Context: an optimization exercise on an open-source flow, tuned for small area, a short achievable clock period and few clock cycles per item. The choices shown serve that exercise and are no tape-out recipe. Function not checked in this run: the RTL went through the layout flow alone. In this run the design's own scripts or RTL, not TritonCTS, make the clock network. The flow treats the clock pin as an ideal source. Dropping or thinning the clock tree relies on that and would not hold on a real chip. Power and IR drop assume default switching activity.

==> design.v <==
module mem_write_buffer #(
  parameter int DEPTH       = 4,
  parameter int ADDR_WIDTH  = 32,
  parameter int BLOCK_BITS  = 128,
  parameter int OFFSET_BITS = 4
) (
  input  logic                    clk,
  input  logic                    rst,
  input  logic                    mem_req,
  input  logic                    mem_rw,
  input  logic [ADDR_WIDTH-1:0]   mem_addr,
  input  logic [BLOCK_BITS-1:0]   mem_wdata,
  output logic                    mem_ready,
  output logic                    mem_resp,
  output logic [BLOCK_BITS-1:0]   mem_rdata,
  output logic                    mm_req,
  output logic                    mm_rw,
  output logic [ADDR_WIDTH-1:0]   mm_addr,
  output logic [BLOCK_BITS-1:0]   mm_wdata,
  input  logic                    mm_ready,
  input  logic                    mm_resp,
  input  logic [BLOCK_BITS-1:0]   mm_rdata,
  output logic [$clog2(DEPTH):0]  wb_count
);
  localparam int TW = ADDR_WIDTH - OFFSET_BITS;
  logic [TW-1:0]         tag;      
  logic [BLOCK_BITS-1:0] data;     
  logic                  valid;    
  logic                  pend;     
  logic                  rd1;      
  logic                  rd2;      
  logic                  rfl;      
  logic                  wfl;      
  logic                  wbc;
  logic accept, acc_rd, acc_wr, hit, miss_rd, take, fill, cap_rd, match;
  logic pend_n, rd0_n, rd1_n, rd2_n, rfl_n, wfl_n, mm_rw_n, valid_n;
  assign match   = tag == mem_addr[ADDR_WIDTH-1:OFFSET_BITS];
  assign accept  = mem_req && mem_ready;
  assign acc_rd  = accept && !mem_rw;
  assign acc_wr  = accept && mem_rw;
  assign hit     = valid && match && !rd1 && !rd2;
  assign miss_rd = acc_rd && !hit;
  assign take    = mm_req && mm_ready;
  assign fill    = rfl && mm_resp;
  assign cap_rd  = mem_req && !mem_rw && !pend && !accept;
  assign mm_addr   = {tag, {OFFSET_BITS{1'b0}}};
  assign mm_wdata  = data;
  assign mem_rdata = data;
  assign wb_count  = {{$clog2(DEPTH){1'b0}}, wbc};
  always_comb begin
    pend_n  = acc_wr || miss_rd || (pend && !take);
    rd1_n   = (!rd1 && !rd2 && miss_rd) || (rd1 && (miss_rd == fill)) || (rd2 && fill);
    rd2_n   = (rd1 && miss_rd && !fill) || (rd2 && !fill);
    rd0_n   = !rd1_n && !rd2_n;
    rfl_n   = (take && !mm_rw) || (rfl && !mm_resp);
    wfl_n   = (take && mm_rw) || (wfl && !mm_resp);
    mm_rw_n = accept && !hit ? mem_rw : (acc_wr ? 1'b1 : mm_rw);
    valid_n = acc_wr || (valid && !miss_rd && !(rfl && !fill)) || (fill && !miss_rd && !rd2);
  end
  always_ff @(posedge clk) begin
    if (accept)
      tag <= mem_addr[ADDR_WIDTH-1:OFFSET_BITS];
    if (accept && !hit)
      mm_rw <= mem_rw;
    else if (acc_wr)
      mm_rw <= 1'b1;
    data <= (mem_wdata & {BLOCK_BITS{acc_wr}}) | (mm_rdata & {BLOCK_BITS{rfl}}) |
            (data & {BLOCK_BITS{!(acc_wr || rfl)}});
  end
  always_ff @(posedge clk or negedge rst) begin
    if (!rst) begin
      valid     <= 1'b0;
      pend      <= 1'b0;
      rd1       <= 1'b0;
      rd2       <= 1'b0;
      rfl       <= 1'b0;
      wfl       <= 1'b0;
      wbc       <= 1'b0;
      mm_req    <= 1'b0;
      mem_ready <= 1'b0;
      mem_resp  <= 1'b0;
    end else begin
      valid     <= valid_n;
      pend      <= pend_n;
      rd1       <= rd1_n;
      rd2       <= rd2_n;
      rfl       <= rfl_n;
      wfl       <= wfl_n;
      wbc       <= pend_n && mm_rw_n;
      mm_req    <= pend_n && !rfl_n && !wfl_n;
      mem_ready <= (!pend_n && (rd0_n || (rd1_n && cap_rd))) ||
                   (pend_n && mm_rw_n && rd0_n && mem_req && !accept && match && valid_n);
      mem_resp  <= acc_wr || (acc_rd && hit) || fill;
    end
  end
endmodule
==> flow/run.sh <==
#!/bin/bash
# The standard layout, with:
# - the smallest buffer on every input and output port;
# - the pins one routing track apart, and the pins of each data bit
#   (mem_wdata, mm_rdata, mem_rdata, mm_wdata) and of each address bit
#   (mem_addr, mm_addr) placed next to each other;
# - port buffers kept at the smallest size by timing repair (flow/pre_cts.tcl,
#   released again by flow/final_pre.tcl before the final power connection);
# - a two-level clock tree (flow/clock_tree.tcl, run after the CTS step's own
#   tree and replacing it): the clock port drives four buffers, each driving
#   two buffers that each drive one group of nearby flip-flops.
set -euo pipefail
groups=""
for i in $(seq 0 127); do
  groups+=" -group_pins {mem_wdata[$i] mm_rdata[$i] mem_rdata[$i] mm_wdata[$i]}"
done
for i in $(seq 4 31); do
  groups+=" -group_pins {mem_addr[$i] mm_addr[$i]}"
done
bash standard.sh finish \
  "BUFFER_PORTS_ARGS=-buffer_cell sky130_fd_sc_hd__buf_1" \
  "PLACE_PINS_ARGS=-min_distance 1 -min_distance_in_tracks$groups" \
  "CTS_ARGS=-sink_clustering_enable -repair_clock_nets -apply_ndr none" \
  "PRE_CTS_TCL=$(pwd)/flow/pre_cts.tcl" \
  "POST_CTS_TCL=$(pwd)/flow/clock_tree.tcl" \
  "PRE_FINAL_REPORT_TCL=$(pwd)/flow/final_pre.tcl" \
  > flow_make.log 2>&1
==> flow/clock_tree.tcl <==
# Clock tree of this design, built in place of the one clock_tree_synthesis
# made: the clock port drives four buf_12, each of which drives three
# buf_8, each of which drives the clock pins of one group of nearby
# flip-flops. Every flip-flop is two buffers from the clock port, so all clock
# pins see about the same delay.
set ct_block [ord::get_db_block]
set ct_db [ord::get_db]
set ct_port_net [[$ct_block findBTerm clk] getNet]
set ct_ntop 4
set ct_nleaf 12
set ct_top_master [$ct_db findMaster sky130_fd_sc_hd__buf_12]
set ct_leaf_master [$ct_db findMaster sky130_fd_sc_hd__buf_8]

# Walk the existing clock network from the port: flip-flop clock pins are the
# sinks; every other cell on it is a clock buffer or inverter to take out.
set ct_sinks {}
set ct_old_insts {}
set ct_old_nets {}
set ct_todo [list $ct_port_net]
while {[llength $ct_todo]} {
  set net [lindex $ct_todo 0]
  set ct_todo [lrange $ct_todo 1 end]
  foreach it [$net getITerms] {
    if {![$it isInputSignal] && [$it getIoType] ne "INPUT"} { continue }
    set inst [$it getInst]
    set mname [[$inst getMaster] getName]
    if {[[$it getMTerm] getName] eq "CLK"} {
      lappend ct_sinks $it
    } else {
      lappend ct_old_insts $inst
      foreach ot [$inst getITerms] {
        if {[$ot getIoType] eq "OUTPUT" && [$ot getNet] ne "NULL"} {
          lappend ct_old_nets [$ot getNet]
          lappend ct_todo [$ot getNet]
        }
      }
    }
  }
}
puts "clock_tree: [llength $ct_sinks] sinks, removing [llength $ct_old_insts] cells"

foreach it $ct_sinks { $it disconnect }
foreach inst $ct_old_insts { odb::dbInst_destroy $inst }
foreach net $ct_old_nets { odb::dbNet_destroy $net }

# Flip-flop positions (centre of each cell).
set ct_pts {}
foreach it $ct_sinks {
  set box [[$it getInst] getBBox]
  lappend ct_pts [list [expr {([$box xMin] + [$box xMax]) / 2.0}] [expr {([$box yMin] + [$box yMax]) / 2.0}]]
}
set die [$ct_block getDieArea]
set cx [expr {([$die xMin] + [$die xMax]) / 2.0}]
set cy [expr {([$die yMin] + [$die yMax]) / 2.0}]

# Split points (a list of {x y}) into n groups: contiguous arcs of equal size
# by angle around the die's centre, then a few k-means rounds. Returns the
# group of each point and the groups' centres.
proc ct_group {pts n cx cy} {
  set idx {}
  set i 0
  foreach p $pts {
    lappend idx [list $i [expr {atan2([lindex $p 1] - $cy, [lindex $p 0] - $cx)}]]
    incr i
  }
  set idx [lsort -real -index 1 $idx]
  set m [llength $pts]
  set assign [lrepeat $m 0]
  set r 0
  foreach e $idx {
    lset assign [lindex $e 0] [expr {$r * $n / $m}]
    incr r
  }
  for {set iter 0} {$iter <= 20} {incr iter} {
    set cents {}
    for {set k 0} {$k < $n} {incr k} {
      set sx 0.0; set sy 0.0; set c 0
      foreach p $pts a $assign {
        if {$a == $k} { set sx [expr {$sx + [lindex $p 0]}]; set sy [expr {$sy + [lindex $p 1]}]; incr c }
      }
      if {$c} { lappend cents [list [expr {$sx / $c}] [expr {$sy / $c}]] } else { lappend cents [list $cx $cy] }
    }
    if {$iter == 20} { break }
    set assign {}
    foreach p $pts {
      set best 0; set bd 1e30
      for {set k 0} {$k < $n} {incr k} {
        set c [lindex $cents $k]
        set d [expr {abs([lindex $p 0] - [lindex $c 0]) + abs([lindex $p 1] - [lindex $c 1])}]
        if {$d < $bd} { set bd $d; set best $k }
      }
      lappend assign $best
    }
  }
  return [list $assign $cents]
}

proc ct_buffer {block master name in_net out_net pos} {
  set inst [odb::dbInst_create $block $master $name]
  [$inst findITerm A] connect $in_net
  [$inst findITerm X] connect $out_net
  $inst setLocation [expr {int([lindex $pos 0])}] [expr {int([lindex $pos 1])}]
  $inst setPlacementStatus PLACED
  return $inst
}

# Leaf buffers, each driving one group of nearby flip-flops.
lassign [ct_group $ct_pts $ct_nleaf $cx $cy] leaf_of leaf_pos
set leaf_nets {}
for {set k 0} {$k < $ct_nleaf} {incr k} {
  set net [odb::dbNet_create $ct_block "clknet_leaf_$k"]
  $net setSigType CLOCK
  lappend leaf_nets $net
  set m 0
  foreach it $ct_sinks a $leaf_of {
    if {$a == $k} { $it connect $net; incr m }
  }
  puts "clock_tree: leaf $k: $m sinks"
}
# Top buffers, driven by the clock port, each driving a group of leaves.
lassign [ct_group $leaf_pos $ct_ntop $cx $cy] top_of top_pos
for {set t 0} {$t < $ct_ntop} {incr t} {
  set net [odb::dbNet_create $ct_block "clknet_top_$t"]
  $net setSigType CLOCK
  ct_buffer $ct_block $ct_top_master "clkbuf_top_$t" $ct_port_net $net [lindex $top_pos $t]
  for {set k 0} {$k < $ct_nleaf} {incr k} {
    if {[lindex $top_of $k] == $t} {
      ct_buffer $ct_block $ct_leaf_master "clkbuf_leaf_$k" $net [lindex $leaf_nets $k] [lindex $leaf_pos $k]
    }
  }
}
$ct_port_net setSigType CLOCK

# Legalize the new buffers, then repair timing on the new tree as the CTS step
# does on its own.
set_propagated_clock [all_clocks]
detailed_placement
estimate_parasitics -placement
repair_timing_helper
detailed_placement
check_placement -verbose
==> flow/final_pre.tcl <==
# Before the final report's global_connect: release the port buffers that
# flow/pre_cts.tcl marked don't-touch, so that they are connected to the
# power nets like every other cell.
foreach inst [[ord::get_db_block] getInsts] {
  if {[$inst isDoNotTouch]} { $inst setDoNotTouch 0 }
}
==> flow/pre_cts.tcl <==
# Keep the input and output port buffers as buffer_ports made them (the
# smallest buffer): timing repair after this point works on the design's own
# logic only.
foreach inst [[ord::get_db_block] getInsts] {
  if {[regexp {^(input|output)[0-9]+$} [$inst getName]]} { $inst setDoNotTouch 1 }
}
==> standard.sh <==
#!/bin/bash
# synth_recipe.tcl (not shown) runs the flow's synth.tcl, then flattens the netlist and writes it again
# the make line also repeats each setting of config.mk as NAME=value (left out here)
make -C /OpenROAD-flow-scripts/flow DESIGN_CONFIG=/design/flow/config.mk WORK_HOME=/design/flow/orfs CLKGATE_MAP_FILE= SYNTH_SCRIPT=/design/flow/synth_recipe.tcl "${@:-finish}"
==> config.mk <==
export PLATFORM = sky130hd
export DESIGN_NAME = mem_write_buffer
export DESIGN_NICKNAME = mem_write_buffer
export VERILOG_FILES = /design/flow/design.v
export SDC_FILE = /design/flow/constraint.sdc
export NUM_CORES = 4
export LEC_CHECK = 0
export ABC_AREA = 1
export CAP_MARGIN = 20
export CORE_AREA = 5 5 145 145
export DIE_AREA = 0 0 150 150
export SETUP_SLACK_MARGIN = 3.95
export SLEW_MARGIN = 20
==> constraint.sdc <==
create_clock -name core_clock -period 6.0 [get_ports {clk}]
set_input_delay 1.2000 -clock core_clock [delete_from_list [all_inputs] [get_ports {clk}]]
set_output_delay 1.2000 -clock core_clock [all_outputs]
set_load 0.01 [all_outputs]
==> out/summary.txt <==
Drt first pass iters: 6
Total track usage: 21.91%
CP endpoint kind: flop
Post-synth EDFFs: 28
Setup CP Type: in2reg
DRC violation count after routing: 0
Initial antenna violation count: 1
Routability congestion estimate: 0.7948
CTS sink cnt: 167
Die X: 150 um
VDD IR max: 0.0002561 V
Die H: 150 um
Fin. max-slew vios: 0
Worst EP required: 6.12 ns
Pre-CTS setup slack: 2.598 ns
WL/cell: 17.12 um
Final Critical Period: 2.596 ns
Worst slew pin tran: 0.6432 ns
Ant diodes: 0
Cell area power density: 541.4 nW/um^2
Register clock-pin slew on the reported worst setup and hold paths: 0.08 ns
Fin worst setup slack: 3.404 ns
Setup-failing EPs final: 0
Crit share post-route: 43.26%
Clock Skew: 0.02310 ns
# placed instances: 1556
Layout cell share with drive strength beyond 1: 31.96%
Syn. warnings: 1
Average cell area after synthesis: 8.577 um^2
Final nets: 1705
Reg2reg setup slack: 3.58 ns
Non-Filler Instances: 1673
Mapped cell area: 7565 um^2
TNS Setup: 0 ns
Initial DRC Count: 284
Max FFs per register: 128
Worst Setup Start Kind: input port
Max-cap viol count: 0
Worst rel slew slack: 57.12%
Status: no timing/DRC/antenna violations
Starting Density: 39.00%
Min-delay worst type: reg2reg
Total power: 6.438 mW
I/O pins: 589
Synth unique cells: 28
Top FF cell, synth: dfxtp_1
Vias in the first global route: 7386
Die area: 22500 um^2
Grt total ovfl: 0
Largest Register: data
RSZ-0062 raised after global routing: true
Final instance area: 11890 um^2
First-pass GRT wire length: 39050 um
Fraction of registers with async set/reset: 5.988%
Row Count: 51
DRT antenna net count: 0
Final hold viol count: 0
CP max FO: 4
Vias per std cell: 4.779
Yosys reg bits: 167
Post-synthesis sequential area ratio: 48.56%
Critical Path AT: 2.71 ns
Via count: 7995
Syn Inst Count: 882
Port buffer count: 578
Largest registers: data x128, tag x28
Layout Area Growth over Synthesis: 57.19%
WL final: 28650 um
Fmax: 0.3852 GHz
Worst-skew pair later-pin latency: 0.24 ns
Dpl hpwl: 17150 um
Largest net degree at the start of global routing: 85
Dpl cell area: 8962 um^2
Core outline area: 19400 um^2
P_leak: 4.888 nW
Yosys cell counts (3+ instances only):
cell type	n	area, um^2
buf_2	18	90.09
dfrtp_1	10	250.2
inv_2	3	11.26
xnor2_1	18	157.7
o21ai_0	4	20.02
nand2_2	4	25.02
nand2_1	317	1190
inv_1	33	123.9
edfxtp_1	28	840.8
nand4_1	4	25.02
clkbuf_1	23	86.33
dfxtp_1	129	2582
a22oi_1	128	960.9
nor2_1	10	37.54
buf_4	135	1013
nor2_2	3	18.77
cell families after synthesis:
kind of cell / count (synthesis) / synth area share, %
xor gates and xnor gates: 18 / 2.084
AOI/OAI and AO/OA: 135 / 13.26
adders and majority gates: 1 / 0.1654
buffers and inverters: 214 / 17.61
other: 1 / 0.04957
and+or+nand+nor: 346 / 18.26
DFF: 167 / 48.56
layout by cell type (no fill, tap or decap), types with 4 or more instances in the layout:
master	n
buf_8	12
nand2_2	101
buf_12	22
buf_16	26
buf_4	42
conb_1	6
buf_1	578
nor2_2	4
dfxtp_2	129
a22oi_2	19
buf_6	8
dfrtp_1	9
edfxtp_1	28
nand2_4	58
xnor2_1	18
nand2_1	161
a22oi_1	109
nand4_1	4
nor2_1	7
inv_1	31
report_power, final:
group	switching, mW	internal [mW]	leakage (nW)
Clock	0.350	0.326	0.127
Combinational	1.90	1.52	3.27
Sequential	0.581	1.76	1.49
layer usage:
metal	global-route usage [%]	part of all wire [%]
met5	0	0.066
met4	7.136	3.6
met3	3.422	8.4
met2	38.66	50
met1	27.35	38
cell type report:
type,instances,area (um^2)
multi-input cells,506,3411
flip-flops and latches,167,3839
repair buffers,674,3709
inverters,36,151.4
fillers,1628,7507
well taps,265,331.6
repair inverters,9,190.2
plain buffers,16,260.3
path summary, 6_finish.rpt:
path,startpoint,end,depth (start not counted)
setup reg to reg,rfl$_DFF_PN0_,mem_ready$_DFF_PN0_,12
hold / removal,data[57]$_DFF_P_,data[57]$_DFF_P_,2
hold reg to reg,data[57]$_DFF_P_,data[57]$_DFF_P_,2
max in group asynchronous,rst,rfl$_DFF_PN0_,1
min in group asynchronous,rst,valid$_DFF_PN0_,1
setup / recovery,mem_addr[15],mem_ready$_DFF_PN0_,17
stage by stage:
| step | hold slack, ns | util [%] |
|---|---|---|
| floorplan | 0.4631 | - |
| global placement | 0.4496 | 46.20 |
| detailed placement | 0.4526 | 46.20 |
| global route | 0.4699 | 61.30 |
| finish | 0.4544 | 61.30 |
critical path: stages:
cell and delay (ns):
buf_1 0.10, xnor2_1 0.16, nand2_1 0.08, nor2_2 0.11
nand2_2 0.09, nor2_4 0.15, nand3_4 0.09, nand3_4 0.08
ha_4 0.20, nand2_2 0.06, o21ai_2 0.05, inv_1 0.07
nand2_2 0.07, inv_2 0.05, nand2_1 0.04, nand3_1 0.06
nand2_1 0.05

## afterwards: timing with drivers on the ports
No port has a modelled driver above. Below, the same layout with a new extraction and two added sets of constraints.
Step 1, drivers: a clkbuf_16 drives clk and a buf_2 each remaining input, both assumed.
Step 2, shift: input delay + t, output delay - t, t = (earliest + latest rising clock arrival at the registers) / 2. This alone moves slack from input paths to output paths.
a / b / c = no drivers / after step 1 / after step 2; a / b = the first two.
t, ns: 0.328
slack for setup (ns): 3.404 / 3.473 / 3.145
worst data-port slew with drivers (ns): 0.06
After both steps setup and hold are still met in this run. The setup slack of this run moves by +0.069 ns with the drivers and by -0.259 ns with both steps.
